This design comes from an exercise in tuning for small area, a short achievable clock period and few clock cycles on the open sky130 flow, not from production work. No functional check of the RTL was part of this run. Power figures rest on the tool's default switching activity, not on a simulated workload.

**design/flow/flow/run.sh**
```bash
#!/bin/bash
# The standard layout (standard.sh, standard synthesis unchanged), with
# two changes to how cells are chosen:
# - the port buffers are inserted as sky130_fd_sc_hd__buf_1, the smallest
#   plain buffer, instead of the delay buffer buffer_ports picks by
#   default; every port still gets its buffer;
# - clock tree synthesis runs with ORFS's usual arguments plus
#   -dont_use_dummy_load, so it adds no dummy load cells to the clock tree,
#   and with sink clusters of up to 30 registers within 80 um.
# The make output goes to standard.log; each tool's own log is under orfs/logs/.
set -euo pipefail
export BUFFER_PORTS_ARGS="-buffer_cell sky130_fd_sc_hd__buf_1"
export CTS_ARGS="-sink_clustering_enable -repair_clock_nets -dont_use_dummy_load -sink_clustering_size 30 -sink_clustering_max_diameter 80"
bash standard.sh > standard.log 2>&1
```
**design/flow/standard.sh**
```bash
#!/bin/bash
# synth_recipe.tcl (not shown) runs the flow's synth.tcl, then flattens the netlist and writes it again
# the make line also repeats each setting of config.mk as NAME=value (left out here)
make -C /OpenROAD-flow-scripts/flow DESIGN_CONFIG=/design/flow/config.mk WORK_HOME=/design/flow/orfs CLKGATE_MAP_FILE= SYNTH_SCRIPT=/design/flow/synth_recipe.tcl "${@:-finish}"
```
**design/flow/config.mk**
```make
export PLATFORM = sky130hd
export DESIGN_NAME = krnl_acc
export DESIGN_NICKNAME = krnl_acc
export VERILOG_FILES = /design/flow/design.v
export SDC_FILE = /design/flow/constraint.sdc
export NUM_CORES = 4
export LEC_CHECK = 0
export ABC_CLOCK_PERIOD_IN_PS = 4000
export CAP_MARGIN = 20
export CORE_MARGIN = 2
export CORE_UTILIZATION = 75
export SETUP_SLACK_MARGIN = 5.0
export SLEW_MARGIN = 20
export SYNTH_HIERARCHICAL = 1
```
**design/flow/constraint.sdc**
```tcl
create_clock -name core_clock -period 9.0 [get_ports {ap_clk}]
set_input_delay 1.8000 -clock core_clock [delete_from_list [all_inputs] [get_ports {ap_clk}]]
set_output_delay 1.8000 -clock core_clock [all_outputs]
set_load 0.01 [all_outputs]
```
**design/flow/design.v**
```verilog
`default_nettype none
package acc_pkg;
  localparam int LANES  = 4;
  localparam int LANE_W = 16;
  localparam int ACC_W  = 32;
  localparam int DATA_W = LANES * LANE_W;
endpackage
`default_nettype wire
`default_nettype none
`timescale 1ns/1ns
module acc_ctrl (
  input  logic        ap_clk,
  input  logic        ap_rst_n,
  input  logic        ap_start,
  input  logic [31:0] cfg,
  input  logic        ifm_valid,
  input  logic        wgt_valid,
  input  logic        ofm_ready,
  output logic        ap_idle,
  output logic        ap_done,
  output logic        take,        
  output logic        ready,       
  output logic        clr,         
  output logic        adv_out,     
  output logic        ofm_valid
);
  logic        busy;        
  logic        adv;         
  logic        in_act;      
  logic        done_q;
  logic        p_last;      
  logic        p_jlast;     
  logic        cs_fin;      
  logic        cs_last;     
  logic        out_q;       
  logic        o_last;      
  logic        fresh;       
  logic [15:0] ci_q;        
  logic [15:0] pc;          
  logic [15:0] wc;          
  logic [15:0] pc_cur;      
  logic [15:0] pc_dec;
  logic [15:0] wc_dec;
  logic        last_in;     
  logic start_acc;
  logic word_end;
  logic emit;
  logic cs_fin_nx;
  logic may_block;
  logic may_block_nx;
  logic can_take;
  logic can_take_q;
  logic in_act_nx;
  logic p_last_nx;
  logic out_q_nx;
  assign start_acc = ap_start && !busy;
  assign emit      = out_q && ofm_ready;
  assign adv_out   = cs_fin && (!out_q || ofm_ready);
  assign cs_fin_nx = adv ? p_last : (adv_out ? 1'b0 : cs_fin);
  assign out_q_nx  = adv_out ? 1'b1 : (emit ? 1'b0 : out_q);
  assign may_block = (adv && p_last && (cs_fin || out_q)) || (cs_fin && out_q);
  assign can_take  = in_act && !may_block;
  assign ready     = can_take && ifm_valid && wgt_valid;
  assign take      = can_take_q && ifm_valid && wgt_valid;
  assign in_act_nx    = start_acc ? 1'b1 : ((take && word_end && last_in) ? 1'b0 : in_act);
  assign p_last_nx    = take ? word_end : p_last;
  assign may_block_nx = (take && p_last_nx && (cs_fin_nx || out_q_nx)) || (cs_fin_nx && out_q_nx);
  assign pc_cur    = fresh ? ci_q : pc;
  assign word_end  = (pc_cur == 16'd1);
  assign last_in   = (wc == 16'd1);
  always_comb begin
    logic bp;
    logic bw;
    bp = 1'b1;
    bw = 1'b1;
    for (int i = 0; i < 16; i++) begin
      pc_dec[i] = pc_cur[i] ^ bp;
      wc_dec[i] = wc[i] ^ bw;
      bp = bp & ~pc_cur[i];
      bw = bw & ~wc[i];
    end
  end
  always_ff @(posedge ap_clk) begin
    if (!ap_rst_n) begin
      busy    <= 1'b0;
      in_act  <= 1'b0;
      done_q  <= 1'b0;
      cs_fin  <= 1'b0;
      out_q   <= 1'b0;
      adv     <= 1'b0;
      clr     <= 1'b0;
      fresh   <= 1'b1;
      can_take_q <= 1'b0;
    end else begin
      can_take_q <= in_act_nx && !may_block_nx;
      done_q <= 1'b0;
      in_act <= in_act_nx;
      if (start_acc) begin
        busy   <= 1'b1;
        fresh  <= 1'b1;
      end
      if (take) begin
        fresh <= word_end;
      end
      cs_fin <= cs_fin_nx;
      out_q  <= out_q_nx;
      adv    <= take;
      clr    <= take && fresh;
      if (emit && o_last) begin
        busy   <= 1'b0;
        done_q <= 1'b1;
      end
    end
  end
  always_ff @(posedge ap_clk) begin
    p_last <= p_last_nx;
    if (take) begin
      p_jlast <= last_in;
    end
    if (adv) begin
      cs_last <= p_jlast;
    end
    if (adv_out) begin
      o_last <= cs_last;
    end
  end
  always_ff @(posedge ap_clk) begin
    if (start_acc) begin
      ci_q <= cfg[31:16];
    end
    if (take) begin
      pc <= pc_dec;
    end
    if (start_acc) begin
      wc <= cfg[15:0];
    end else if (take && word_end) begin
      wc <= wc_dec;
    end
  end
  assign ap_idle   = !busy;
  assign ap_done   = done_q;
  assign ofm_valid = out_q;
endmodule
`default_nettype wire
`default_nettype none
module mac_lane (
  input  logic [15:0] a,
  input  logic [15:0] b,
  input  logic [31:0] s_in,
  input  logic [31:0] c_in,
  output logic [31:0] s_out,
  output logic [31:0] c_out
);
  logic [255:0] pp;
  logic hs0;
  logic hc0;
  logic fs0;
  logic fc0;
  logic hs1;
  logic hc1;
  logic fs1;
  logic fc1;
  logic fs2;
  logic fc2;
  logic hs2;
  logic hc2;
  logic fs3;
  logic fc3;
  logic fs4;
  logic fc4;
  logic fs5;
  logic fc5;
  logic hs3;
  logic hc3;
  logic fs6;
  logic fc6;
  logic fs7;
  logic fc7;
  logic fs8;
  logic fc8;
  logic fs9;
  logic fc9;
  logic hs4;
  logic hc4;
  logic fs10;
  logic fc10;
  logic fs11;
  logic fc11;
  logic fs12;
  logic fc12;
  logic fs13;
  logic fc13;
  logic hs5;
  logic hc5;
  logic fs14;
  logic fc14;
  logic fs15;
  logic fc15;
  logic fs16;
  logic fc16;
  logic fs17;
  logic fc17;
  logic fs18;
  logic fc18;
  logic fs19;
  logic fc19;
  logic fs20;
  logic fc20;
  logic fs21;
  logic fc21;
  logic fs22;
  logic fc22;
  logic fs23;
  logic fc23;
  logic hs6;
  logic hc6;
  logic fs24;
  logic fc24;
  logic hs7;
  logic hc7;
  logic fs25;
  logic fc25;
  logic fs26;
  logic fc26;
  logic hs8;
  logic hc8;
  logic fs27;
  logic fc27;
  logic fs28;
  logic fc28;
  logic fs29;
  logic fc29;
  logic hs9;
  logic hc9;
  logic fs30;
  logic fc30;
  logic fs31;
  logic fc31;
  logic fs32;
  logic fc32;
  logic fs33;
  logic fc33;
  logic fs34;
  logic fc34;
  logic fs35;
  logic fc35;
  logic fs36;
  logic fc36;
  logic fs37;
  logic fc37;
  logic fs38;
  logic fc38;
  logic fs39;
  logic fc39;
  logic fs40;
  logic fc40;
  logic fs41;
  logic fc41;
  logic fs42;
  logic fc42;
  logic fs43;
  logic fc43;
  logic fs44;
  logic fc44;
  logic fs45;
  logic fc45;
  logic fs46;
  logic fc46;
  logic fs47;
  logic fc47;
  logic fs48;
  logic fc48;
  logic fs49;
  logic fc49;
  logic fs50;
  logic fc50;
  logic fs51;
  logic fc51;
  logic fs52;
  logic fc52;
  logic fs53;
  logic fc53;
  logic fs54;
  logic fc54;
  logic fs55;
  logic fc55;
  logic fs56;
  logic fc56;
  logic fs57;
  logic fc57;
  logic fs58;
  logic fc58;
  logic fs59;
  logic fc59;
  logic fs60;
  logic fc60;
  logic fs61;
  logic fc61;
  logic fs62;
  logic fc62;
  logic fs63;
  logic fc63;
  logic fs64;
  logic fc64;
  logic fs65;
  logic fc65;
  logic fs66;
  logic fc66;
  logic fs67;
  logic fc67;
  logic fs68;
  logic fc68;
  logic fs69;
  logic fc69;
  logic fs70;
  logic fc70;
  logic fs71;
  logic fc71;
  logic fs72;
  logic fc72;
  logic fs73;
  logic fc73;
  logic fs74;
  logic fc74;
  logic fs75;
  logic fc75;
  logic fs76;
  logic fc76;
  logic fs77;
  logic fc77;
  logic fs78;
  logic fc78;
  logic fs79;
  logic fc79;
  logic hs10;
  logic hc10;
  logic fs80;
  logic fc80;
  logic hs11;
  logic hc11;
  logic fs81;
  logic fc81;
  logic fs82;
  logic fc82;
  logic hs12;
  logic hc12;
  logic fs83;
  logic fc83;
  logic fs84;
  logic fc84;
  logic fs85;
  logic fc85;
  logic fs86;
  logic fc86;
  logic fs87;
  logic fc87;
  logic fs88;
  logic fc88;
  logic fs89;
  logic fc89;
  logic fs90;
  logic fc90;
  logic fs91;
  logic fc91;
  logic fs92;
  logic fc92;
  logic fs93;
  logic fc93;
  logic fs94;
  logic fc94;
  logic fs95;
  logic fc95;
  logic fs96;
  logic fc96;
  logic fs97;
  logic fc97;
  logic fs98;
  logic fc98;
  logic fs99;
  logic fc99;
  logic fs100;
  logic fc100;
  logic fs101;
  logic fc101;
  logic fs102;
  logic fc102;
  logic fs103;
  logic fc103;
  logic fs104;
  logic fc104;
  logic fs105;
  logic fc105;
  logic fs106;
  logic fc106;
  logic fs107;
  logic fc107;
  logic fs108;
  logic fc108;
  logic fs109;
  logic fc109;
  logic fs110;
  logic fc110;
  logic fs111;
  logic fc111;
  logic fs112;
  logic fc112;
  logic fs113;
  logic fc113;
  logic fs114;
  logic fc114;
  logic fs115;
  logic fc115;
  logic fs116;
  logic fc116;
  logic fs117;
  logic fc117;
  logic fs118;
  logic fc118;
  logic fs119;
  logic fc119;
  logic fs120;
  logic fc120;
  logic fs121;
  logic fc121;
  logic fs122;
  logic fc122;
  logic fs123;
  logic fc123;
  logic fs124;
  logic fc124;
  logic fs125;
  logic fc125;
  logic fs126;
  logic fc126;
  logic fs127;
  logic fc127;
  logic fs128;
  logic fc128;
  logic fs129;
  logic fc129;
  logic fs130;
  logic fc130;
  logic fs131;
  logic fc131;
  logic fs132;
  logic fc132;
  logic fs133;
  logic fc133;
  logic fs134;
  logic fc134;
  logic fs135;
  logic fc135;
  logic fs136;
  logic fc136;
  logic fs137;
  logic fc137;
  logic fs138;
  logic fc138;
  logic fs139;
  logic fc139;
  logic fs140;
  logic fc140;
  logic fs141;
  logic fc141;
  logic fs142;
  logic fc142;
  logic hs13;
  logic hc13;
  logic fs143;
  logic fc143;
  logic hs14;
  logic hc14;
  logic fs144;
  logic fc144;
  logic fs145;
  logic fc145;
  logic fs146;
  logic fc146;
  logic fs147;
  logic fc147;
  logic fs148;
  logic fc148;
  logic fs149;
  logic fc149;
  logic fs150;
  logic fc150;
  logic fs151;
  logic fc151;
  logic fs152;
  logic fc152;
  logic fs153;
  logic fc153;
  logic fs154;
  logic fc154;
  logic fs155;
  logic fc155;
  logic fs156;
  logic fc156;
  logic fs157;
  logic fc157;
  logic fs158;
  logic fc158;
  logic fs159;
  logic fc159;
  logic fs160;
  logic fc160;
  logic fs161;
  logic fc161;
  logic fs162;
  logic fc162;
  logic fs163;
  logic fc163;
  logic fs164;
  logic fc164;
  logic fs165;
  logic fc165;
  logic fs166;
  logic fc166;
  logic fs167;
  logic fc167;
  logic fs168;
  logic fc168;
  logic fs169;
  logic fc169;
  logic fs170;
  logic fc170;
  logic fs171;
  logic fc171;
  logic fs172;
  logic fc172;
  logic fs173;
  logic fc173;
  logic fs174;
  logic fc174;
  logic fs175;
  logic fc175;
  logic fs176;
  logic fc176;
  logic fs177;
  logic fc177;
  logic fs178;
  logic fc178;
  logic fs179;
  logic fc179;
  logic fs180;
  logic fc180;
  logic fs181;
  logic fc181;
  logic fs182;
  logic fc182;
  logic fs183;
  logic fc183;
  logic fs184;
  logic fc184;
  logic fs185;
  logic fc185;
  logic fs186;
  logic fc186;
  logic fs187;
  logic fc187;
  logic fs188;
  logic fc188;
  logic fs189;
  logic fc189;
  logic fs190;
  logic fc190;
  logic fs191;
  logic fc191;
  logic fs192;
  logic fc192;
  logic fs193;
  logic fc193;
  logic fs194;
  logic fc194;
  logic hs15;
  logic hc15;
  logic fs195;
  logic fc195;
  logic fs196;
  logic fc196;
  logic fs197;
  logic fc197;
  logic fs198;
  logic fc198;
  logic fs199;
  logic fc199;
  logic fs200;
  logic fc200;
  logic fs201;
  logic fc201;
  logic fs202;
  logic fc202;
  logic fs203;
  logic fc203;
  logic fs204;
  logic fc204;
  logic fs205;
  logic fc205;
  logic fs206;
  logic fc206;
  logic fs207;
  logic fc207;
  logic fs208;
  logic fc208;
  logic fs209;
  logic fc209;
  logic fs210;
  logic fc210;
  logic fs211;
  logic fc211;
  logic fs212;
  logic fc212;
  logic fs213;
  logic fc213;
  logic fs214;
  logic fc214;
  logic fs215;
  logic fc215;
  logic fs216;
  logic fc216;
  logic fs217;
  logic fc217;
  logic fs218;
  logic fc218;
  logic fs219;
  logic fc219;
  logic fs220;
  logic fc220;
  logic fs221;
  logic fc221;
  logic fs222;
  logic fc222;
  logic fs223;
  logic fc223;
  logic hs16;
  logic hc16;
  logic fs224;
  logic fc224;
  logic fs225;
  logic fc225;
  logic fs226;
  logic fc226;
  logic fs227;
  logic fc227;
  logic fs228;
  logic fc228;
  logic fs229;
  logic fc229;
  logic fs230;
  logic fc230;
  logic fs231;
  logic fc231;
  logic fs232;
  logic fc232;
  logic fs233;
  logic fc233;
  logic fs234;
  logic fc234;
  logic fs235;
  logic fc235;
  logic fs236;
  logic fc236;
  logic fs237;
  logic fc237;
  logic fs238;
  logic fc238;
  logic fs239;
  logic fc239;
  logic fs240;
  logic fc240;
  logic fs241;
  logic fc241;
  logic fs242;
  logic fc242;
  logic fs243;
  logic fc243;
  logic fs244;
  logic fc244;
  logic fs245;
  logic fc245;
  logic fs246;
  logic fc246;
  logic fs247;
  logic fc247;
  logic fs248;
  logic fc248;
  logic fs249;
  logic fc249;
  logic fs250;
  logic fc250;
  logic fs251;
  logic fc251;
  logic fs252;
  logic fc252;
  logic fs253;
  logic fc253;
  logic fs254;
  always_comb begin
    for (int i = 0; i < 16; i++) begin
      for (int j = 0; j < 16; j++) begin
        pp[i*16+j] = ~(a[i] & b[j]);
      end
    end
  end
  mac_fa u_ha0 (.a(pp[11]), .b(pp[26]), .c(1'b1), .s(hs0), .co(hc0));
  mac_fa u_fa0 (.a(pp[12]), .b(pp[27]), .c(pp[42]), .s(fs0), .co(fc0));
  mac_fa u_ha1 (.a(pp[57]), .b(pp[72]), .c(1'b1), .s(hs1), .co(hc1));
  mac_fa u_fa1 (.a(pp[13]), .b(pp[28]), .c(pp[43]), .s(fs1), .co(fc1));
  mac_fa u_fa2 (.a(pp[58]), .b(pp[73]), .c(pp[88]), .s(fs2), .co(fc2));
  mac_fa u_ha2 (.a(pp[103]), .b(pp[118]), .c(1'b1), .s(hs2), .co(hc2));
  mac_fa u_fa3 (.a(pp[14]), .b(pp[29]), .c(pp[44]), .s(fs3), .co(fc3));
  mac_fa u_fa4 (.a(pp[59]), .b(pp[74]), .c(pp[89]), .s(fs4), .co(fc4));
  mac_fa u_fa5 (.a(pp[104]), .b(pp[119]), .c(pp[134]), .s(fs5), .co(fc5));
  mac_fa u_ha3 (.a(pp[149]), .b(pp[164]), .c(1'b1), .s(hs3), .co(hc3));
  mac_fa u_fa6 (.a(pp[15]), .b(pp[30]), .c(pp[45]), .s(fs6), .co(fc6));
  mac_fa u_fa7 (.a(pp[60]), .b(pp[75]), .c(pp[90]), .s(fs7), .co(fc7));
  mac_fa u_fa8 (.a(pp[105]), .b(pp[120]), .c(pp[135]), .s(fs8), .co(fc8));
  mac_fa u_fa9 (.a(pp[150]), .b(pp[165]), .c(pp[180]), .s(fs9), .co(fc9));
  mac_fa u_ha4 (.a(pp[195]), .b(pp[210]), .c(1'b1), .s(hs4), .co(hc4));
  mac_fa u_fa10 (.a(pp[31]), .b(pp[46]), .c(pp[61]), .s(fs10), .co(fc10));
  mac_fa u_fa11 (.a(pp[76]), .b(pp[91]), .c(pp[106]), .s(fs11), .co(fc11));
  mac_fa u_fa12 (.a(pp[121]), .b(pp[136]), .c(pp[151]), .s(fs12), .co(fc12));
  mac_fa u_fa13 (.a(pp[166]), .b(pp[181]), .c(pp[196]), .s(fs13), .co(fc13));
  mac_fa u_ha5 (.a(pp[211]), .b(pp[226]), .c(1'b1), .s(hs5), .co(hc5));
  mac_fa u_fa14 (.a(pp[47]), .b(pp[62]), .c(pp[77]), .s(fs14), .co(fc14));
  mac_fa u_fa15 (.a(pp[92]), .b(pp[107]), .c(pp[122]), .s(fs15), .co(fc15));
  mac_fa u_fa16 (.a(pp[137]), .b(pp[152]), .c(pp[167]), .s(fs16), .co(fc16));
  mac_fa u_fa17 (.a(pp[182]), .b(pp[197]), .c(pp[212]), .s(fs17), .co(fc17));
  mac_fa u_fa18 (.a(pp[63]), .b(pp[78]), .c(pp[93]), .s(fs18), .co(fc18));
  mac_fa u_fa19 (.a(pp[108]), .b(pp[123]), .c(pp[138]), .s(fs19), .co(fc19));
  mac_fa u_fa20 (.a(pp[153]), .b(pp[168]), .c(pp[183]), .s(fs20), .co(fc20));
  mac_fa u_fa21 (.a(pp[79]), .b(pp[94]), .c(pp[109]), .s(fs21), .co(fc21));
  mac_fa u_fa22 (.a(pp[124]), .b(pp[139]), .c(pp[154]), .s(fs22), .co(fc22));
  mac_fa u_fa23 (.a(pp[95]), .b(pp[110]), .c(pp[125]), .s(fs23), .co(fc23));
  mac_fa u_ha6 (.a(pp[7]), .b(pp[22]), .c(1'b1), .s(hs6), .co(hc6));
  mac_fa u_fa24 (.a(pp[8]), .b(pp[23]), .c(pp[38]), .s(fs24), .co(fc24));
  mac_fa u_ha7 (.a(pp[53]), .b(pp[68]), .c(1'b1), .s(hs7), .co(hc7));
  mac_fa u_fa25 (.a(pp[9]), .b(pp[24]), .c(pp[39]), .s(fs25), .co(fc25));
  mac_fa u_fa26 (.a(pp[54]), .b(pp[69]), .c(pp[84]), .s(fs26), .co(fc26));
  mac_fa u_ha8 (.a(pp[99]), .b(pp[114]), .c(1'b1), .s(hs8), .co(hc8));
  mac_fa u_fa27 (.a(pp[10]), .b(pp[25]), .c(pp[40]), .s(fs27), .co(fc27));
  mac_fa u_fa28 (.a(pp[55]), .b(pp[70]), .c(pp[85]), .s(fs28), .co(fc28));
  mac_fa u_fa29 (.a(pp[100]), .b(pp[115]), .c(pp[130]), .s(fs29), .co(fc29));
  mac_fa u_ha9 (.a(pp[145]), .b(pp[160]), .c(1'b1), .s(hs9), .co(hc9));
  mac_fa u_fa30 (.a(pp[41]), .b(pp[56]), .c(pp[71]), .s(fs30), .co(fc30));
  mac_fa u_fa31 (.a(pp[86]), .b(pp[101]), .c(pp[116]), .s(fs31), .co(fc31));
  mac_fa u_fa32 (.a(pp[131]), .b(pp[146]), .c(pp[161]), .s(fs32), .co(fc32));
  mac_fa u_fa33 (.a(pp[176]), .b(s_in[11]), .c(c_in[11]), .s(fs33), .co(fc33));
  mac_fa u_fa34 (.a(pp[87]), .b(pp[102]), .c(pp[117]), .s(fs34), .co(fc34));
  mac_fa u_fa35 (.a(pp[132]), .b(pp[147]), .c(pp[162]), .s(fs35), .co(fc35));
  mac_fa u_fa36 (.a(pp[177]), .b(pp[192]), .c(s_in[12]), .s(fs36), .co(fc36));
  mac_fa u_fa37 (.a(c_in[12]), .b(hc0), .c(fs0), .s(fs37), .co(fc37));
  mac_fa u_fa38 (.a(pp[133]), .b(pp[148]), .c(pp[163]), .s(fs38), .co(fc38));
  mac_fa u_fa39 (.a(pp[178]), .b(pp[193]), .c(pp[208]), .s(fs39), .co(fc39));
  mac_fa u_fa40 (.a(s_in[13]), .b(c_in[13]), .c(fc0), .s(fs40), .co(fc40));
  mac_fa u_fa41 (.a(hc1), .b(fs1), .c(fs2), .s(fs41), .co(fc41));
  mac_fa u_fa42 (.a(pp[179]), .b(pp[194]), .c(pp[209]), .s(fs42), .co(fc42));
  mac_fa u_fa43 (.a(pp[224]), .b(s_in[14]), .c(c_in[14]), .s(fs43), .co(fc43));
  mac_fa u_fa44 (.a(fc1), .b(fc2), .c(hc2), .s(fs44), .co(fc44));
  mac_fa u_fa45 (.a(fs3), .b(fs4), .c(fs5), .s(fs45), .co(fc45));
  mac_fa u_fa46 (.a(pp[225]), .b(pp[240]), .c(s_in[15]), .s(fs46), .co(fc46));
  mac_fa u_fa47 (.a(c_in[15]), .b(fc3), .c(fc4), .s(fs47), .co(fc47));
  mac_fa u_fa48 (.a(fc5), .b(hc3), .c(fs6), .s(fs48), .co(fc48));
  mac_fa u_fa49 (.a(fs7), .b(fs8), .c(fs9), .s(fs49), .co(fc49));
  mac_fa u_fa50 (.a(pp[241]), .b(s_in[16]), .c(c_in[16]), .s(fs50), .co(fc50));
  mac_fa u_fa51 (.a(fc6), .b(fc7), .c(fc8), .s(fs51), .co(fc51));
  mac_fa u_fa52 (.a(fc9), .b(hc4), .c(fs10), .s(fs52), .co(fc52));
  mac_fa u_fa53 (.a(fs11), .b(fs12), .c(fs13), .s(fs53), .co(fc53));
  mac_fa u_fa54 (.a(pp[227]), .b(pp[242]), .c(s_in[17]), .s(fs54), .co(fc54));
  mac_fa u_fa55 (.a(c_in[17]), .b(fc10), .c(fc11), .s(fs55), .co(fc55));
  mac_fa u_fa56 (.a(fc12), .b(fc13), .c(hc5), .s(fs56), .co(fc56));
  mac_fa u_fa57 (.a(fs14), .b(fs15), .c(fs16), .s(fs57), .co(fc57));
  mac_fa u_fa58 (.a(pp[198]), .b(pp[213]), .c(pp[228]), .s(fs58), .co(fc58));
  mac_fa u_fa59 (.a(pp[243]), .b(s_in[18]), .c(c_in[18]), .s(fs59), .co(fc59));
  mac_fa u_fa60 (.a(fc14), .b(fc15), .c(fc16), .s(fs60), .co(fc60));
  mac_fa u_fa61 (.a(fc17), .b(fs18), .c(fs19), .s(fs61), .co(fc61));
  mac_fa u_fa62 (.a(pp[169]), .b(pp[184]), .c(pp[199]), .s(fs62), .co(fc62));
  mac_fa u_fa63 (.a(pp[214]), .b(pp[229]), .c(pp[244]), .s(fs63), .co(fc63));
  mac_fa u_fa64 (.a(s_in[19]), .b(c_in[19]), .c(fc18), .s(fs64), .co(fc64));
  mac_fa u_fa65 (.a(fc19), .b(fc20), .c(fs21), .s(fs65), .co(fc65));
  mac_fa u_fa66 (.a(pp[140]), .b(pp[155]), .c(pp[170]), .s(fs66), .co(fc66));
  mac_fa u_fa67 (.a(pp[185]), .b(pp[200]), .c(pp[215]), .s(fs67), .co(fc67));
  mac_fa u_fa68 (.a(pp[230]), .b(pp[245]), .c(s_in[20]), .s(fs68), .co(fc68));
  mac_fa u_fa69 (.a(c_in[20]), .b(fc21), .c(fc22), .s(fs69), .co(fc69));
  mac_fa u_fa70 (.a(pp[111]), .b(pp[126]), .c(pp[141]), .s(fs70), .co(fc70));
  mac_fa u_fa71 (.a(pp[156]), .b(pp[171]), .c(pp[186]), .s(fs71), .co(fc71));
  mac_fa u_fa72 (.a(pp[201]), .b(pp[216]), .c(pp[231]), .s(fs72), .co(fc72));
  mac_fa u_fa73 (.a(pp[246]), .b(s_in[21]), .c(c_in[21]), .s(fs73), .co(fc73));
  mac_fa u_fa74 (.a(pp[127]), .b(pp[142]), .c(pp[157]), .s(fs74), .co(fc74));
  mac_fa u_fa75 (.a(pp[172]), .b(pp[187]), .c(pp[202]), .s(fs75), .co(fc75));
  mac_fa u_fa76 (.a(pp[217]), .b(pp[232]), .c(pp[247]), .s(fs76), .co(fc76));
  mac_fa u_fa77 (.a(pp[143]), .b(pp[158]), .c(pp[173]), .s(fs77), .co(fc77));
  mac_fa u_fa78 (.a(pp[188]), .b(pp[203]), .c(pp[218]), .s(fs78), .co(fc78));
  mac_fa u_fa79 (.a(pp[159]), .b(pp[174]), .c(pp[189]), .s(fs79), .co(fc79));
  mac_fa u_ha10 (.a(pp[4]), .b(pp[19]), .c(1'b1), .s(hs10), .co(hc10));
  mac_fa u_fa80 (.a(pp[5]), .b(pp[20]), .c(pp[35]), .s(fs80), .co(fc80));
  mac_fa u_ha11 (.a(pp[50]), .b(pp[65]), .c(1'b1), .s(hs11), .co(hc11));
  mac_fa u_fa81 (.a(pp[6]), .b(pp[21]), .c(pp[36]), .s(fs81), .co(fc81));
  mac_fa u_fa82 (.a(pp[51]), .b(pp[66]), .c(pp[81]), .s(fs82), .co(fc82));
  mac_fa u_ha12 (.a(pp[96]), .b(s_in[6]), .c(1'b1), .s(hs12), .co(hc12));
  mac_fa u_fa83 (.a(pp[37]), .b(pp[52]), .c(pp[67]), .s(fs83), .co(fc83));
  mac_fa u_fa84 (.a(pp[82]), .b(pp[97]), .c(pp[112]), .s(fs84), .co(fc84));
  mac_fa u_fa85 (.a(s_in[7]), .b(c_in[7]), .c(hs6), .s(fs85), .co(fc85));
  mac_fa u_fa86 (.a(pp[83]), .b(pp[98]), .c(pp[113]), .s(fs86), .co(fc86));
  mac_fa u_fa87 (.a(pp[128]), .b(s_in[8]), .c(c_in[8]), .s(fs87), .co(fc87));
  mac_fa u_fa88 (.a(hc6), .b(fs24), .c(hs7), .s(fs88), .co(fc88));
  mac_fa u_fa89 (.a(pp[129]), .b(pp[144]), .c(s_in[9]), .s(fs89), .co(fc89));
  mac_fa u_fa90 (.a(c_in[9]), .b(fc24), .c(hc7), .s(fs90), .co(fc90));
  mac_fa u_fa91 (.a(fs25), .b(fs26), .c(hs8), .s(fs91), .co(fc91));
  mac_fa u_fa92 (.a(s_in[10]), .b(c_in[10]), .c(fc25), .s(fs92), .co(fc92));
  mac_fa u_fa93 (.a(fc26), .b(hc8), .c(fs27), .s(fs93), .co(fc93));
  mac_fa u_fa94 (.a(fs28), .b(fs29), .c(hs9), .s(fs94), .co(fc94));
  mac_fa u_fa95 (.a(fc27), .b(fc28), .c(fc29), .s(fs95), .co(fc95));
  mac_fa u_fa96 (.a(hc9), .b(fs30), .c(fs31), .s(fs96), .co(fc96));
  mac_fa u_fa97 (.a(fs32), .b(hs0), .c(fs33), .s(fs97), .co(fc97));
  mac_fa u_fa98 (.a(fc30), .b(fc31), .c(fc32), .s(fs98), .co(fc98));
  mac_fa u_fa99 (.a(fs34), .b(fs35), .c(hs1), .s(fs99), .co(fc99));
  mac_fa u_fa100 (.a(fc33), .b(fs36), .c(fs37), .s(fs100), .co(fc100));
  mac_fa u_fa101 (.a(fc34), .b(fc35), .c(fs38), .s(fs101), .co(fc101));
  mac_fa u_fa102 (.a(fs39), .b(hs2), .c(fc36), .s(fs102), .co(fc102));
  mac_fa u_fa103 (.a(fc37), .b(fs40), .c(fs41), .s(fs103), .co(fc103));
  mac_fa u_fa104 (.a(fc38), .b(fc39), .c(fs42), .s(fs104), .co(fc104));
  mac_fa u_fa105 (.a(hs3), .b(fs43), .c(fc40), .s(fs105), .co(fc105));
  mac_fa u_fa106 (.a(fc41), .b(fs44), .c(fs45), .s(fs106), .co(fc106));
  mac_fa u_fa107 (.a(fc42), .b(hs4), .c(fc43), .s(fs107), .co(fc107));
  mac_fa u_fa108 (.a(fs46), .b(fc44), .c(fc45), .s(fs108), .co(fc108));
  mac_fa u_fa109 (.a(fs47), .b(fs48), .c(fs49), .s(fs109), .co(fc109));
  mac_fa u_fa110 (.a(hs5), .b(fc46), .c(fs50), .s(fs110), .co(fc110));
  mac_fa u_fa111 (.a(fc47), .b(fc48), .c(fc49), .s(fs111), .co(fc111));
  mac_fa u_fa112 (.a(fs51), .b(fs52), .c(fs53), .s(fs112), .co(fc112));
  mac_fa u_fa113 (.a(fs17), .b(fc50), .c(fs54), .s(fs113), .co(fc113));
  mac_fa u_fa114 (.a(fc51), .b(fc52), .c(fc53), .s(fs114), .co(fc114));
  mac_fa u_fa115 (.a(fs55), .b(fs56), .c(fs57), .s(fs115), .co(fc115));
  mac_fa u_fa116 (.a(fs58), .b(fs20), .c(fc54), .s(fs116), .co(fc116));
  mac_fa u_fa117 (.a(fs59), .b(fc55), .c(fc56), .s(fs117), .co(fc117));
  mac_fa u_fa118 (.a(fc57), .b(fs60), .c(fs61), .s(fs118), .co(fc118));
  mac_fa u_fa119 (.a(fc58), .b(fs62), .c(fs63), .s(fs119), .co(fc119));
  mac_fa u_fa120 (.a(fs22), .b(fc59), .c(fc60), .s(fs120), .co(fc120));
  mac_fa u_fa121 (.a(fc61), .b(fs64), .c(fs65), .s(fs121), .co(fc121));
  mac_fa u_fa122 (.a(fc62), .b(fc63), .c(fs66), .s(fs122), .co(fc122));
  mac_fa u_fa123 (.a(fs67), .b(fs23), .c(fs68), .s(fs123), .co(fc123));
  mac_fa u_fa124 (.a(fc64), .b(fc65), .c(fs69), .s(fs124), .co(fc124));
  mac_fa u_fa125 (.a(fc66), .b(fc67), .c(fc23), .s(fs125), .co(fc125));
  mac_fa u_fa126 (.a(fs70), .b(fs71), .c(fs72), .s(fs126), .co(fc126));
  mac_fa u_fa127 (.a(fc68), .b(fs73), .c(fc69), .s(fs127), .co(fc127));
  mac_fa u_fa128 (.a(s_in[22]), .b(c_in[22]), .c(fc70), .s(fs128), .co(fc128));
  mac_fa u_fa129 (.a(fc71), .b(fc72), .c(fs74), .s(fs129), .co(fc129));
  mac_fa u_fa130 (.a(fs75), .b(fs76), .c(fc73), .s(fs130), .co(fc130));
  mac_fa u_fa131 (.a(pp[233]), .b(pp[248]), .c(s_in[23]), .s(fs131), .co(fc131));
  mac_fa u_fa132 (.a(c_in[23]), .b(fc74), .c(fc75), .s(fs132), .co(fc132));
  mac_fa u_fa133 (.a(fc76), .b(fs77), .c(fs78), .s(fs133), .co(fc133));
  mac_fa u_fa134 (.a(pp[204]), .b(pp[219]), .c(pp[234]), .s(fs134), .co(fc134));
  mac_fa u_fa135 (.a(pp[249]), .b(s_in[24]), .c(c_in[24]), .s(fs135), .co(fc135));
  mac_fa u_fa136 (.a(fc77), .b(fc78), .c(fs79), .s(fs136), .co(fc136));
  mac_fa u_fa137 (.a(pp[175]), .b(pp[190]), .c(pp[205]), .s(fs137), .co(fc137));
  mac_fa u_fa138 (.a(pp[220]), .b(pp[235]), .c(pp[250]), .s(fs138), .co(fc138));
  mac_fa u_fa139 (.a(s_in[25]), .b(c_in[25]), .c(fc79), .s(fs139), .co(fc139));
  mac_fa u_fa140 (.a(pp[191]), .b(pp[206]), .c(pp[221]), .s(fs140), .co(fc140));
  mac_fa u_fa141 (.a(pp[236]), .b(pp[251]), .c(s_in[26]), .s(fs141), .co(fc141));
  mac_fa u_fa142 (.a(pp[207]), .b(pp[222]), .c(pp[237]), .s(fs142), .co(fc142));
  mac_fa u_ha13 (.a(pp[2]), .b(pp[17]), .c(1'b1), .s(hs13), .co(hc13));
  mac_fa u_fa143 (.a(pp[3]), .b(pp[18]), .c(pp[33]), .s(fs143), .co(fc143));
  mac_fa u_ha14 (.a(pp[48]), .b(s_in[3]), .c(1'b1), .s(hs14), .co(hc14));
  mac_fa u_fa144 (.a(pp[34]), .b(pp[49]), .c(pp[64]), .s(fs144), .co(fc144));
  mac_fa u_fa145 (.a(s_in[4]), .b(c_in[4]), .c(hs10), .s(fs145), .co(fc145));
  mac_fa u_fa146 (.a(pp[80]), .b(s_in[5]), .c(c_in[5]), .s(fs146), .co(fc146));
  mac_fa u_fa147 (.a(hc10), .b(fs80), .c(hs11), .s(fs147), .co(fc147));
  mac_fa u_fa148 (.a(c_in[6]), .b(fc80), .c(hc11), .s(fs148), .co(fc148));
  mac_fa u_fa149 (.a(fs81), .b(fs82), .c(hs12), .s(fs149), .co(fc149));
  mac_fa u_fa150 (.a(fc81), .b(fc82), .c(fs83), .s(fs150), .co(fc150));
  mac_fa u_fa151 (.a(fs84), .b(hc12), .c(fs85), .s(fs151), .co(fc151));
  mac_fa u_fa152 (.a(fc83), .b(fc84), .c(fs86), .s(fs152), .co(fc152));
  mac_fa u_fa153 (.a(fs87), .b(fc85), .c(fs88), .s(fs153), .co(fc153));
  mac_fa u_fa154 (.a(fc86), .b(fc87), .c(fs89), .s(fs154), .co(fc154));
  mac_fa u_fa155 (.a(fc88), .b(fs90), .c(fs91), .s(fs155), .co(fc155));
  mac_fa u_fa156 (.a(fc89), .b(fc90), .c(fc91), .s(fs156), .co(fc156));
  mac_fa u_fa157 (.a(fs92), .b(fs93), .c(fs94), .s(fs157), .co(fc157));
  mac_fa u_fa158 (.a(fc92), .b(fc93), .c(fc94), .s(fs158), .co(fc158));
  mac_fa u_fa159 (.a(fs95), .b(fs96), .c(fs97), .s(fs159), .co(fc159));
  mac_fa u_fa160 (.a(fc95), .b(fc96), .c(fs98), .s(fs160), .co(fc160));
  mac_fa u_fa161 (.a(fs99), .b(fc97), .c(fs100), .s(fs161), .co(fc161));
  mac_fa u_fa162 (.a(fc98), .b(fc99), .c(fs101), .s(fs162), .co(fc162));
  mac_fa u_fa163 (.a(fs102), .b(fc100), .c(fs103), .s(fs163), .co(fc163));
  mac_fa u_fa164 (.a(fc101), .b(fs104), .c(fc102), .s(fs164), .co(fc164));
  mac_fa u_fa165 (.a(fs105), .b(fc103), .c(fs106), .s(fs165), .co(fc165));
  mac_fa u_fa166 (.a(fc104), .b(fs107), .c(fc105), .s(fs166), .co(fc166));
  mac_fa u_fa167 (.a(fc106), .b(fs108), .c(fs109), .s(fs167), .co(fc167));
  mac_fa u_fa168 (.a(fc107), .b(fs110), .c(fc108), .s(fs168), .co(fc168));
  mac_fa u_fa169 (.a(fc109), .b(fs111), .c(fs112), .s(fs169), .co(fc169));
  mac_fa u_fa170 (.a(fc110), .b(fs113), .c(fc111), .s(fs170), .co(fc170));
  mac_fa u_fa171 (.a(fc112), .b(fs114), .c(fs115), .s(fs171), .co(fc171));
  mac_fa u_fa172 (.a(fs116), .b(fc113), .c(fc114), .s(fs172), .co(fc172));
  mac_fa u_fa173 (.a(fs117), .b(fc115), .c(fs118), .s(fs173), .co(fc173));
  mac_fa u_fa174 (.a(fs119), .b(fc116), .c(fc117), .s(fs174), .co(fc174));
  mac_fa u_fa175 (.a(fs120), .b(fc118), .c(fs121), .s(fs175), .co(fc175));
  mac_fa u_fa176 (.a(fc119), .b(fs122), .c(fc120), .s(fs176), .co(fc176));
  mac_fa u_fa177 (.a(fs123), .b(fc121), .c(fs124), .s(fs177), .co(fc177));
  mac_fa u_fa178 (.a(fc122), .b(fs125), .c(fs126), .s(fs178), .co(fc178));
  mac_fa u_fa179 (.a(fc123), .b(fc124), .c(fs127), .s(fs179), .co(fc179));
  mac_fa u_fa180 (.a(fc125), .b(fc126), .c(fs128), .s(fs180), .co(fc180));
  mac_fa u_fa181 (.a(fs129), .b(fs130), .c(fc127), .s(fs181), .co(fc181));
  mac_fa u_fa182 (.a(fs131), .b(fc128), .c(fc129), .s(fs182), .co(fc182));
  mac_fa u_fa183 (.a(fs132), .b(fs133), .c(fc130), .s(fs183), .co(fc183));
  mac_fa u_fa184 (.a(fs134), .b(fc131), .c(fs135), .s(fs184), .co(fc184));
  mac_fa u_fa185 (.a(fc132), .b(fc133), .c(fs136), .s(fs185), .co(fc185));
  mac_fa u_fa186 (.a(fc134), .b(fs137), .c(fs138), .s(fs186), .co(fc186));
  mac_fa u_fa187 (.a(fc135), .b(fc136), .c(fs139), .s(fs187), .co(fc187));
  mac_fa u_fa188 (.a(c_in[26]), .b(fc137), .c(fc138), .s(fs188), .co(fc188));
  mac_fa u_fa189 (.a(fs140), .b(fs141), .c(fc139), .s(fs189), .co(fc189));
  mac_fa u_fa190 (.a(pp[252]), .b(s_in[27]), .c(c_in[27]), .s(fs190), .co(fc190));
  mac_fa u_fa191 (.a(fc140), .b(fs142), .c(fc141), .s(fs191), .co(fc191));
  mac_fa u_fa192 (.a(pp[223]), .b(pp[238]), .c(pp[253]), .s(fs192), .co(fc192));
  mac_fa u_fa193 (.a(s_in[28]), .b(c_in[28]), .c(fc142), .s(fs193), .co(fc193));
  mac_fa u_fa194 (.a(pp[239]), .b(pp[254]), .c(s_in[29]), .s(fs194), .co(fc194));
  mac_fa u_ha15 (.a(pp[1]), .b(pp[16]), .c(1'b1), .s(hs15), .co(hc15));
  mac_fa u_fa195 (.a(pp[32]), .b(s_in[2]), .c(c_in[2]), .s(fs195), .co(fc195));
  mac_fa u_fa196 (.a(c_in[3]), .b(hc13), .c(fs143), .s(fs196), .co(fc196));
  mac_fa u_fa197 (.a(fc143), .b(fs144), .c(hc14), .s(fs197), .co(fc197));
  mac_fa u_fa198 (.a(fc144), .b(fs146), .c(fc145), .s(fs198), .co(fc198));
  mac_fa u_fa199 (.a(fc146), .b(fc147), .c(fs148), .s(fs199), .co(fc199));
  mac_fa u_fa200 (.a(fc148), .b(fs150), .c(fc149), .s(fs200), .co(fc200));
  mac_fa u_fa201 (.a(fc150), .b(fs152), .c(fc151), .s(fs201), .co(fc201));
  mac_fa u_fa202 (.a(fc152), .b(fs154), .c(fc153), .s(fs202), .co(fc202));
  mac_fa u_fa203 (.a(fc154), .b(fc155), .c(fs156), .s(fs203), .co(fc203));
  mac_fa u_fa204 (.a(fc156), .b(fc157), .c(fs158), .s(fs204), .co(fc204));
  mac_fa u_fa205 (.a(fc158), .b(fs160), .c(fc159), .s(fs205), .co(fc205));
  mac_fa u_fa206 (.a(fc160), .b(fs162), .c(fc161), .s(fs206), .co(fc206));
  mac_fa u_fa207 (.a(fc162), .b(fs164), .c(fc163), .s(fs207), .co(fc207));
  mac_fa u_fa208 (.a(fc164), .b(fs166), .c(fc165), .s(fs208), .co(fc208));
  mac_fa u_fa209 (.a(fc166), .b(fs168), .c(fc167), .s(fs209), .co(fc209));
  mac_fa u_fa210 (.a(fc168), .b(fs170), .c(fc169), .s(fs210), .co(fc210));
  mac_fa u_fa211 (.a(fc170), .b(fs172), .c(fc171), .s(fs211), .co(fc211));
  mac_fa u_fa212 (.a(fc172), .b(fs174), .c(fc173), .s(fs212), .co(fc212));
  mac_fa u_fa213 (.a(fc174), .b(fs176), .c(fc175), .s(fs213), .co(fc213));
  mac_fa u_fa214 (.a(fs178), .b(fc176), .c(fc177), .s(fs214), .co(fc214));
  mac_fa u_fa215 (.a(fc178), .b(fs180), .c(fc179), .s(fs215), .co(fc215));
  mac_fa u_fa216 (.a(fc180), .b(fs182), .c(fs183), .s(fs216), .co(fc216));
  mac_fa u_fa217 (.a(fs184), .b(fc182), .c(fs185), .s(fs217), .co(fc217));
  mac_fa u_fa218 (.a(fs186), .b(fc184), .c(fc185), .s(fs218), .co(fc218));
  mac_fa u_fa219 (.a(fc186), .b(fs188), .c(fc187), .s(fs219), .co(fc219));
  mac_fa u_fa220 (.a(fs190), .b(fc188), .c(fs191), .s(fs220), .co(fc220));
  mac_fa u_fa221 (.a(fs192), .b(fc190), .c(fs193), .s(fs221), .co(fc221));
  mac_fa u_fa222 (.a(c_in[29]), .b(fc192), .c(fs194), .s(fs222), .co(fc222));
  mac_fa u_fa223 (.a(pp[255]), .b(s_in[30]), .c(c_in[30]), .s(fs223), .co(fc223));
  mac_fa u_ha16 (.a(pp[0]), .b(s_in[0]), .c(1'b1), .s(hs16), .co(hc16));
  mac_fa u_fa224 (.a(s_in[1]), .b(c_in[1]), .c(hs15), .s(fs224), .co(fc224));
  mac_fa u_fa225 (.a(hc15), .b(hs13), .c(fs195), .s(fs225), .co(fc225));
  mac_fa u_fa226 (.a(fc195), .b(hs14), .c(fs196), .s(fs226), .co(fc226));
  mac_fa u_fa227 (.a(fc196), .b(fs145), .c(fs197), .s(fs227), .co(fc227));
  mac_fa u_fa228 (.a(fs147), .b(fc197), .c(fs198), .s(fs228), .co(fc228));
  mac_fa u_fa229 (.a(fs149), .b(fc198), .c(fs199), .s(fs229), .co(fc229));
  mac_fa u_fa230 (.a(fc199), .b(fs151), .c(fs200), .s(fs230), .co(fc230));
  mac_fa u_fa231 (.a(fs153), .b(fc200), .c(fs201), .s(fs231), .co(fc231));
  mac_fa u_fa232 (.a(fs155), .b(fc201), .c(fs202), .s(fs232), .co(fc232));
  mac_fa u_fa233 (.a(fs157), .b(fc202), .c(fs203), .s(fs233), .co(fc233));
  mac_fa u_fa234 (.a(fs159), .b(fc203), .c(fs204), .s(fs234), .co(fc234));
  mac_fa u_fa235 (.a(fc204), .b(fs161), .c(fs205), .s(fs235), .co(fc235));
  mac_fa u_fa236 (.a(fs163), .b(fc205), .c(fs206), .s(fs236), .co(fc236));
  mac_fa u_fa237 (.a(fs165), .b(fc206), .c(fs207), .s(fs237), .co(fc237));
  mac_fa u_fa238 (.a(fs167), .b(fc207), .c(fs208), .s(fs238), .co(fc238));
  mac_fa u_fa239 (.a(fs169), .b(fc208), .c(fs209), .s(fs239), .co(fc239));
  mac_fa u_fa240 (.a(fs171), .b(fc209), .c(fs210), .s(fs240), .co(fc240));
  mac_fa u_fa241 (.a(fs173), .b(fc210), .c(fs211), .s(fs241), .co(fc241));
  mac_fa u_fa242 (.a(fs175), .b(fc211), .c(fs212), .s(fs242), .co(fc242));
  mac_fa u_fa243 (.a(fs177), .b(fc212), .c(fs213), .s(fs243), .co(fc243));
  mac_fa u_fa244 (.a(fs179), .b(fc213), .c(fs214), .s(fs244), .co(fc244));
  mac_fa u_fa245 (.a(fs181), .b(fc214), .c(fs215), .s(fs245), .co(fc245));
  mac_fa u_fa246 (.a(fc181), .b(fs216), .c(fc215), .s(fs246), .co(fc246));
  mac_fa u_fa247 (.a(fc183), .b(fs217), .c(fc216), .s(fs247), .co(fc247));
  mac_fa u_fa248 (.a(fs187), .b(fc217), .c(fs218), .s(fs248), .co(fc248));
  mac_fa u_fa249 (.a(fs189), .b(fc218), .c(fs219), .s(fs249), .co(fc249));
  mac_fa u_fa250 (.a(fc189), .b(fs220), .c(fc219), .s(fs250), .co(fc250));
  mac_fa u_fa251 (.a(fc191), .b(fs221), .c(fc220), .s(fs251), .co(fc251));
  mac_fa u_fa252 (.a(fc193), .b(fs222), .c(fc221), .s(fs252), .co(fc252));
  mac_fa u_fa253 (.a(fc194), .b(fs223), .c(fc222), .s(fs253), .co(fc253));
  assign fs254 = s_in[31] ^ c_in[31] ^ fc223;
  assign s_out[0] = hs16;
  assign c_out[0] = c_in[0];
  assign s_out[1] = hc16;
  assign c_out[1] = fs224;
  assign s_out[2] = fc224;
  assign c_out[2] = fs225;
  assign s_out[3] = fc225;
  assign c_out[3] = fs226;
  assign s_out[4] = fc226;
  assign c_out[4] = fs227;
  assign s_out[5] = fc227;
  assign c_out[5] = fs228;
  assign s_out[6] = fc228;
  assign c_out[6] = fs229;
  assign s_out[7] = fc229;
  assign c_out[7] = fs230;
  assign s_out[8] = fc230;
  assign c_out[8] = fs231;
  assign s_out[9] = fc231;
  assign c_out[9] = fs232;
  assign s_out[10] = fc232;
  assign c_out[10] = fs233;
  assign s_out[11] = fc233;
  assign c_out[11] = fs234;
  assign s_out[12] = fc234;
  assign c_out[12] = fs235;
  assign s_out[13] = fc235;
  assign c_out[13] = fs236;
  assign s_out[14] = fc236;
  assign c_out[14] = fs237;
  assign s_out[15] = fc237;
  assign c_out[15] = fs238;
  assign s_out[16] = fc238;
  assign c_out[16] = fs239;
  assign s_out[17] = fc239;
  assign c_out[17] = fs240;
  assign s_out[18] = fc240;
  assign c_out[18] = fs241;
  assign s_out[19] = fc241;
  assign c_out[19] = fs242;
  assign s_out[20] = fc242;
  assign c_out[20] = fs243;
  assign s_out[21] = fc243;
  assign c_out[21] = fs244;
  assign s_out[22] = fc244;
  assign c_out[22] = fs245;
  assign s_out[23] = fc245;
  assign c_out[23] = fs246;
  assign s_out[24] = fc246;
  assign c_out[24] = fs247;
  assign s_out[25] = fc247;
  assign c_out[25] = fs248;
  assign s_out[26] = fc248;
  assign c_out[26] = fs249;
  assign s_out[27] = fc249;
  assign c_out[27] = fs250;
  assign s_out[28] = fc250;
  assign c_out[28] = fs251;
  assign s_out[29] = fc251;
  assign c_out[29] = fs252;
  assign s_out[30] = fc252;
  assign c_out[30] = fs253;
  assign s_out[31] = fc253;
  assign c_out[31] = fs254;
endmodule
module mac_fa (
  input  logic a,
  input  logic b,
  input  logic c,
  output logic s,
  output logic co
);
  assign s  = a ^ b ^ c;
  assign co = (a & b) | (a & c) | (b & c);
endmodule
`default_nettype wire
`default_nettype none
`timescale 1ns/1ns
module mac_engine (
  input  logic          ap_clk,
  input  logic          take,
  input  logic          clr,
  input  logic          adv_out,
  input  logic [63:0]   ifm_data,
  input  logic [63:0]   wgt_data,
  output logic [127:0]  ofm_data
);
  logic [63:0]      a_q;     
  logic [63:0]      b_q;
  logic [3:0][31:0] s_q;
  logic [3:0][31:0] c_q;
  logic [3:0][31:0] s_in;
  logic [3:0][31:0] c_in;
  logic [3:0][31:0] s_nx;
  logic [3:0][31:0] c_nx;
  logic [3:0][31:0] sum;
  logic [127:0]     o_q;     
  always_ff @(posedge ap_clk) begin
    for (int i = 0; i < 8; i++) begin
      a_q[i*8 +: 8] <= ifm_data[(7-i)*8 +: 8] & {8{take}};
      b_q[i*8 +: 8] <= wgt_data[(7-i)*8 +: 8];
    end
  end
  for (genvar l = 0; l < 4; l++) begin : g_lane
    assign s_in[l] = s_q[l] | {32{clr}};
    assign c_in[l] = c_q[l] | {32{clr}};
    mac_lane i_mac_lane (
      .a     (a_q[l*16 +: 16]),
      .b     (b_q[l*16 +: 16]),
      .s_in  (s_in[l]),
      .c_in  (c_in[l]),
      .s_out (s_nx[l]),
      .c_out (c_nx[l])
    );
    assign sum[l] = ~(s_q[l] + c_q[l] + 32'd1);
  end
  always_ff @(posedge ap_clk) begin
    s_q <= s_nx;
    c_q <= c_nx;
  end
  always_ff @(posedge ap_clk) begin
    if (adv_out) begin
      for (int l = 0; l < 4; l++) begin
        for (int i = 0; i < 4; i++) begin
          o_q[l*32 + i*8 +: 8] <= sum[l][(3-i)*8 +: 8];
        end
      end
    end
  end
  assign ofm_data = o_q;
endmodule
`default_nettype wire
`default_nettype none
`timescale 1ns/1ns
module krnl_acc (
  input  logic               ap_clk,
  input  logic               ap_rst_n,
  input  logic               ap_start,
  input  logic [31:0]        cfg,
  output logic               ap_idle,
  output logic               ap_done,
  input  logic               ifm_valid,
  output logic               ifm_ready,
  input  logic [63:0]        ifm_data,
  input  logic               wgt_valid,
  output logic               wgt_ready,
  input  logic [63:0]        wgt_data,
  output logic               ofm_valid,
  input  logic               ofm_ready,
  output logic [127:0]       ofm_data
);
  logic take;
  logic ready;
  logic clr;
  logic adv_out;
  acc_ctrl i_acc_ctrl (
    .ap_clk    (ap_clk),
    .ap_rst_n  (ap_rst_n),
    .ap_start  (ap_start),
    .cfg       (cfg),
    .ifm_valid (ifm_valid),
    .wgt_valid (wgt_valid),
    .ofm_ready (ofm_ready),
    .ap_idle   (ap_idle),
    .ap_done   (ap_done),
    .take      (take),
    .ready     (ready),
    .clr       (clr),
    .adv_out   (adv_out),
    .ofm_valid (ofm_valid)
  );
  mac_engine i_mac_engine (
    .ap_clk   (ap_clk),
    .take     (take),
    .clr      (clr),
    .adv_out  (adv_out),
    .ifm_data (ifm_data),
    .wgt_data (wgt_data),
    .ofm_data (ofm_data)
  );
  assign ifm_ready = ready;
  assign wgt_ready = ready;
endmodule
`default_nettype wire
```
==> impl_results.md <==
* Top cells by area, synth: fa_1, dfxtp_1, edfxtp_1, nand2_1, buf_4
* Final core area utilization at 75.3%
* H-tree depth at 2
* Register-to-Register Path Depth at 7
* Critical Path Sink: ifm_ready
* Most common cell in the netlist: nand2_1
* Crit-path max FO at 2
* Most used DFF post-synth: dfxtp_1
* Later-pin clock latency in the skew report at 0.61 ns
* Area of the multi-input gates at 0.0356 mm^2
* Placed inst area at 0.0516 mm^2
* # IOs at 299
* Clock slew at reported path FFs at 0.11 ns
* Total GRT Usage at 35.3%
* # rows at 97
* Worst Setup Path Type: input pin to output port
* Buf+Inv Stages, Crit Path at 2
* Combinational Power Share at 60.7%
* Place WS at 4.43 ns
* # clock sinks at 573
* Syn avg cell area at 11.3 um^2
* Met1 Use GR at 48.9%
* Synth warn at 9
* Initial detailed-routing violation count at 2808
* Final Hold Fails at 0
* First-pass GRT wire length at 199000 um
* Met3 Track Usage GR at 6.79%
* Outcome: finished clean
* P per Cell Area at 280 mW/mm^2
* Design area at 0.0527 mm^2
* Leakage at 15.3 nW
* Final clock skew at 0.0694 ns
* Total detailed-routing wirelength at 122000 um
* Min-delay worst type: flip-flop to flip-flop
* Worst Setup SP: ifm_valid
* CTS buffer count at 38
* Register area share after synthesis at 25.0%
* Min-delay src: i_acc_ctrl.p_jlast
* Clock power share at 11.0%
* VDD IR max at 0.209 mV
* Die Footprint at 0.0728 mm^2
* Routed via count at 33275
* Max Cap Viol at 0
* Filler instances at 4826
* Critical Path, Cell by Cell: buf_1 -> nand3_1 -> nor2_2 -> buf_2
* Unrepaired setup endpoints after global routing: yes
* Met2 GRT Util at 56.7%
* Wire per inst at 22.2 um
* Tcrit/Tclk final at 44.6%
* Final setup TNS at 0 ns
* HPWL after DPL at 90100 um
* Reg-to-reg endpoint: i_mac_engine.c_q[18]
* Initial Util at 75.7%
* Net Sw Frac at 43.3%
* Placer Congestion at 0.940
* Slew HR at 38.2%
* Hold_ws at 0.393 ns
* Post-synth EDFFs at 179
* Worst setup SP type: input pin
* Setup violators final at 0
* Minimum clock period at 4.01 ns
* Worst Path Required at 7.20 ns
* Grt peak-use layer: met2
* Vias per inst at 6.07
* DRC at 0
* Area grow syn2layout at -0.498%
* Net load switching power at 0.00640 W
* Vias in the first global route at 36906
* N_diodes at 0
* CP Data Arrival Time at 2.21 ns
* CP delay by family, top: buffers and inverters
* Layout cell share with drive strength beyond 1 at 10.5%
* Async SR Flop Fraction at 0%
* Yosys cell types at 94
* Final ANT Viol Nets at 0
* Crit-path slowest cell: buf_2
* Worst-margin pin slew at 0.927 ns
* Setup ws final at 4.99 ns
* CTS tree: yes
* Top post-synthesis cells by count: nand2_1, fa_1, dfxtp_1, buf_4, or2_2
* Die height at 270 um
* CP max stage delay at 0.14 ns
* Reg2reg start: i_mac_engine.b_q[2]
* X dimension of the die at 270 um
* Area share of the largest cell type after synthesis at 41.1%
* Buffers on Ports at 298
* FF+latch count, synth at 573
* Hold buffer count at CTS at 0
* Internal Power at 0.00838 W
* Initial antenna violation count at 0
* Overflow left after global routing at 0
* Synthesized area at 0.0530 mm^2
* Crit. End Element: output port
* Reg area at 0.0134 mm^2
* Slew Limit Fails at 0
* CTS root buf: clkbuf_16
* Largest net degree at the start of global routing at 104
* Yosys top cell by area: fa_1
* Maximum clock frequency at 0.249 GHz
* Gate Count Post-Synth at 4699
* Clk buf depth at 3
* Part of the power in registers at 28.3%
* R2r setup slk at 5.09 ns
* CP Depth at 4
* Drt first pass iters at 6
* Core area at 0.0700 mm^2
* Fin nets at 5957
## per-module statistics from Yosys, one instance, submodules excluded
module      flip-flops and latches  cells inside  area [um^2]
mac_engine                     512          1842        20600
mac_lane                         0           386         1950
mac_fa                           0             1         20.0
krnl_acc                         0             1         7.51
acc_ctrl                        61           228         2890
## registers in the layout, indices dropped and copies added (netlist names), 16 cells and up
signal,flops
i_mac_engine.o_q,128
i_mac_engine.b_q,64
i_acc_ctrl.wc,16
i_mac_engine.c_q,128
i_mac_engine.a_q,64
i_mac_engine.s_q,128
i_acc_ctrl.pc,16
i_acc_ctrl.ci_q,16
## metrics by stage
stage	power, W	instances
6_report	0.0148	5483
5_1_grt	0.0161	5483
4_1_cts	0.0148	5483
3_5_place_dp	0.0131	5443
3_3_place_gp	0.0128	5443
2_1_floorplan	0.0127	4763
## how the worst min path moves through the flow
stage,end,cells after the start
6_report,i_acc_ctrl.cs_last,0
5_1_grt,i_acc_ctrl.cs_last,0
3_5_place_dp,i_acc_ctrl.cs_last,0
4_1_cts,i_acc_ctrl.cs_last,0
2_1_floorplan,i_acc_ctrl.cs_last,0
3_3_place_gp,i_acc_ctrl.cs_last,0
## placed cells by master (no fill, tap or decap), types with 13 or more instances in the layout
| cell type | n |
|---|---|
| a21oi_1 | 135 |
| edfxtp_1 | 179 |
| o21bai_1 | 13 |
| mux2i_1 | 17 |
| or2_2 | 259 |
| buf_1 | 295 |
| nand3_1 | 40 |
| xnor2_1 | 74 |
| nor2b_1 | 13 |
| a31oi_1 | 16 |
| inv_1 | 67 |
| dfxtp_2 | 100 |
| o21a_1 | 15 |
| ha_1 | 158 |
| clkbuf_16 | 38 |
| conb_1 | 68 |
| buf_4 | 20 |
| nand2_1 | 1119 |
| nor2_1 | 57 |
| and2_1 | 75 |
| o21ai_0 | 71 |
| a21o_1 | 81 |
| fa_1 | 1088 |
| dfxtp_1 | 292 |
| nand4_1 | 16 |
| xor2_1 | 48 |
## power groups by stage
stage | Combinational, W | Clock (W) | Sequential (W)
after floorplan | 0.00884 | 0 | 0.00390
after global placement | 0.00857 | 0 | 0.00421
after detailed placement | 0.00886 | 0 | 0.00420
after CTS | 0.00894 | 0.00167 | 0.00416
after global routing | 0.0101 | 0.00175 | 0.00423
final | 0.00897 | 0.00163 | 0.00418
## layer usage
metal	routed length [um]	share of wire, %
met1	48000	39
met2	57800	47
met3	11000	9.1
met4	4820	4.0
met5	0	0
## worst reg2reg max path, delay by kind of cell (launching register included)
family	cells	cell delay [ns]
flops	1	0.77
fa+ha+maj	6	2.81
simple gates	1	0.22
## what timing repair did
| item | 4_1_cts | 5_1_grt |
|---|---|---|
| resized for setup | 70 | 39 |
| buffers inserted | 2 | 0 |
| endpoints found under the setup margin | 95 | 59 |
## area by class of cell
class	count	area share, %
repair buffers	321	2.51
clock buffers	38	1.80
flip-flops and latches	573	25.4
multi-input cells	3541	67.6
inverters	70	0.498
well taps	940	2.23
## logic make-up after synthesis
family                   after synthesis  share of synthesized area (%)
AO/OA/AOI/OAI                        417                           5.19
XOR/XNOR                             126                           2.20
adder cells (fa/ha/maj)             1247                           44.9
buffers and inverters                649                           8.24
flip-flops                           573                           25.0
multiplexers                          17                          0.321
other                                  4                         0.0283
AND/OR/NAND/NOR                     1666                           14.1

==> port drivers added, routing unchanged <==
How much do the figures lean on ideal ports? The routed layout below was timed once more, with nothing changed but the port constraints. Step 1 (the two cells are an assumption about what drives the block):
set clk [get_ports {ap_clk}]
set_driving_cell -lib_cell sky130_fd_sc_hd__clkbuf_16 $clk
set_driving_cell -lib_cell sky130_fd_sc_hd__buf_2 [delete_from_list [all_inputs] $clk]
Step 2 times the ports against the registers' clock, not the clock port: input delays grow and output delays shrink by t, the midpoint of the rising clock arrivals with the driver on. Slacks: ideal / step 1 / step 2; pairs: ideal / step 1.
t (ns): 0.647
slack for setup (ns): 4.987 / 4.960 / 4.665
worst setup path at the end: input to register
clock arrival spread, ns: 0.084 / 0.084
worst slew at a driven data input, ns: 0.07
After both steps setup and hold are still met in this run. The setup slack of this run moves by -0.027 ns with the drivers and by -0.322 ns with both steps.
